This is an optimization exercise on Yosys and OpenROAD, whose aim is small area, a short achievable clock period and few clock cycles, not a production implementation.
Only simulation tests tie the RTL to the original design; equivalence was not proved.
Power figures rest on the tool's default switching activity, not on a simulated workload.

// raster_core_multirow
module raster_core_multirow #(
   parameter int unsigned CORE_ID      = 3,
   parameter int unsigned NUM_ROWS     = 2,
   parameter int unsigned X_MAX        = 400,
   parameter int unsigned BRAM_LATENCY = 2,
   parameter logic [31:0] LAMBDA_ONE   = 32'h0001_0000,
   parameter int unsigned ADDR_W       = 10
) (
   input  logic              clk,
   input  logic              reset,
   input  logic              s_valid,
   input  logic [31:0]       s_data,
   output logic              s_ready,
   output logic              m_valid,
   input  logic              m_ready,
   output logic [15:0]       m_data,
   output logic              m_last,
   output logic              rch_en,
   output logic [ADDR_W-1:0] rch_addr,
   input  logic [31:0]       rch_data,
   output logic              wch_en,
   output logic [ADDR_W-1:0] wch_addr,
   output logic [31:0]       wch_data
);
   localparam int unsigned NPIX     = NUM_ROWS * X_MAX;
   localparam int unsigned ROW_BASE = CORE_ID * NUM_ROWS;
  ...
For scale: ~3,300 cells after synthesis, roughly 580 flip-flops, roughly 34,000 µm² of cells after synthesis.
export LEC_CHECK = 0
export CAP_MARGIN = 20
export CORE_MARGIN = 2
export CORE_UTILIZATION = 40
export SETUP_SLACK_MARGIN = 4.0
export SLEW_MARGIN = 20
create_clock -name core_clock -period 8.0 [get_ports {clk}]
run.sh (not shown) runs the stock make flow with config.mk's settings and CLKGATE_MAP_FILE= SYNTH_SCRIPT=/design/flow/synth_recipe.tcl, a recipe that flattens the netlist after the stock synthesis.
Testbench counts at the start, summed over its fixed seeds: cycles 89,220.
Rerun with:
--- a/flow/design.v
+++ b/flow/design.v
@@ -104,14 +104,41 @@
             end
          end
          gg = gn;
          pp = pn;
       end
       add33 = p ^ {gg[31:0], ci};
    endfunction
+   function automatic logic ns_gt_one(input logic [31:0] cs, input logic [26:0] dx);
+      logic [10:0] al, bl;
+      logic [15:0] ah, bh;
+      logic [10:0] g, p;
+      logic        c, zl, zh, eh;
+      al = cs[15:5];
+      bl = dx[10:0];
+      ah = cs[31:16];
+      bh = dx[26:11];
+      g = al & bl;
+      p = al | bl;
+      c = 1'b0;
+      for (int i = 0; i < 11; i++)
+         c = g[i] | (p[i] & c);
+      zl = !(al[0] ^ bl[0]);
+      for (int i = 1; i < 11; i++)
+         zl = zl && ((al[i] ^ bl[i]) == (al[i-1] | bl[i-1]));
+      zh = 1'b1;
+      eh = (ah[1] ^ bh[1]) == (ah[0] & bh[0]);
+      for (int i = 1; i < 16; i++)
+         zh = zh && ((ah[i] ^ bh[i]) == (ah[i-1] | bh[i-1]));
+      for (int i = 2; i < 16; i++)
+         eh = eh && ((ah[i] ^ bh[i]) == (ah[i-1] | bh[i-1]));
+      zh = zh && ((ah[0] ^ bh[0]) == c);
+      eh = eh && zl && ((ah[0] ^ bh[0]) != (al[10] | bl[10])) && cs[4:0] == '0;
+      ns_gt_one = !(zh || eh);
+   endfunction
    always_comb begin
       acc       = s_valid && s_ready_d;
       prep_add  = ms_q == M_PREP && pc_q != 3'd6 && pc_q != 3'd7;
       prep_swap = ms_q == M_PREP && pc_q == 3'd6;
       in_rast   = ms_q == M_RAST;
       in_init   = ms_q == M_INIT;
       in_load   = ms_q == M_LOAD;
@@ -126,15 +153,15 @@
             c0_q[JSH-1:0]};
       n1 = {add33({{(JSH+1){c1_q[31]}}, c1_q[31:JSH]}, {dx1_q[31], dx1_q}, 1'b0),
             c1_q[JSH-1:0]};
       nz = {11'(add33(33'(cz_q[15:JSH]), 33'(dz_q[15-JSH:0]), 1'b0)), cz_q[JSH-1:0]};
       ns = {27'(add33(33'(cs_q[31:JSH]), 33'(dxs_q), 1'b0)), cs_q[JSH-1:0]};
       fit0   = n0[NW-1:31] == '0 || n0[NW-1:31] == '1;
       fit1   = n1[NW-1:31] == '0 || n1[NW-1:31] == '1;
-      ns_big = ns > LAMBDA_ONE;
+      ns_big = ns_gt_one(cs_q, dxs_q);
       skb_d = (c0_q[31] && fit0 && n0[NW-1]) ||
               (c1_q[31] && fit1 && n1[NW-1]) ||
               (pls_q &&
                fit0 && fit1 && !n0[31] && !n1[31] && ns_big);
       pls_d = !n0[31] && !n1[31] && ns_big;
       seg_skip = (fb0_q && l0_q[31] && c0_q[31]) ||
                  (fb1_q && l1_q[31] && c1_q[31]) ||
Result: Power rose by 1.7%; final area rose by 2.1%; die area rose by 1.8%; worst setup slack is better by 0.21 ns; global-route usage fell by 1.2 points; combinational power rose by 4.4%; synthesized area rose by 1.8%; utilization is about the same; wire length fell by 4.8%; via count fell by 0.35%; flip-flop and latch count does not change; critical path depth fell by 2.
Testbench counts after the change, summed over its fixed seeds: cycles 89,220.

## port drivers added, routing unchanged
In the flow no input, the clock included, has a driving cell. The finished layouts below were timed again as built, in two steps.
Step 1: set_driving_cell puts a clkbuf_16 on clk and a buf_2 on each other input, an assumption about the parent block.
Step 2 also shifts input and output timing later by t, the mid clock arrival at the registers, as if the neighbouring blocks saw the same clock.
Three values: ideal ports, drivers, drivers and shift; two values: the first two.
run | shift t [ns] | setup slack, ns | worst data-port slew with drivers (ns) | pins driven straight from the clock port
the first run | 0.679 | 3.722 / 3.722 / 3.638 | 0.12 | 1
the second run | 0.684 | 3.933 / 3.933 / 3.508 | 0.05 | 1
After both steps setup and hold are still met in every run listed. For the second run, which loses most, drivers alone change the setup slack by 0.000 ns; drivers and shift together by -0.425 ns.
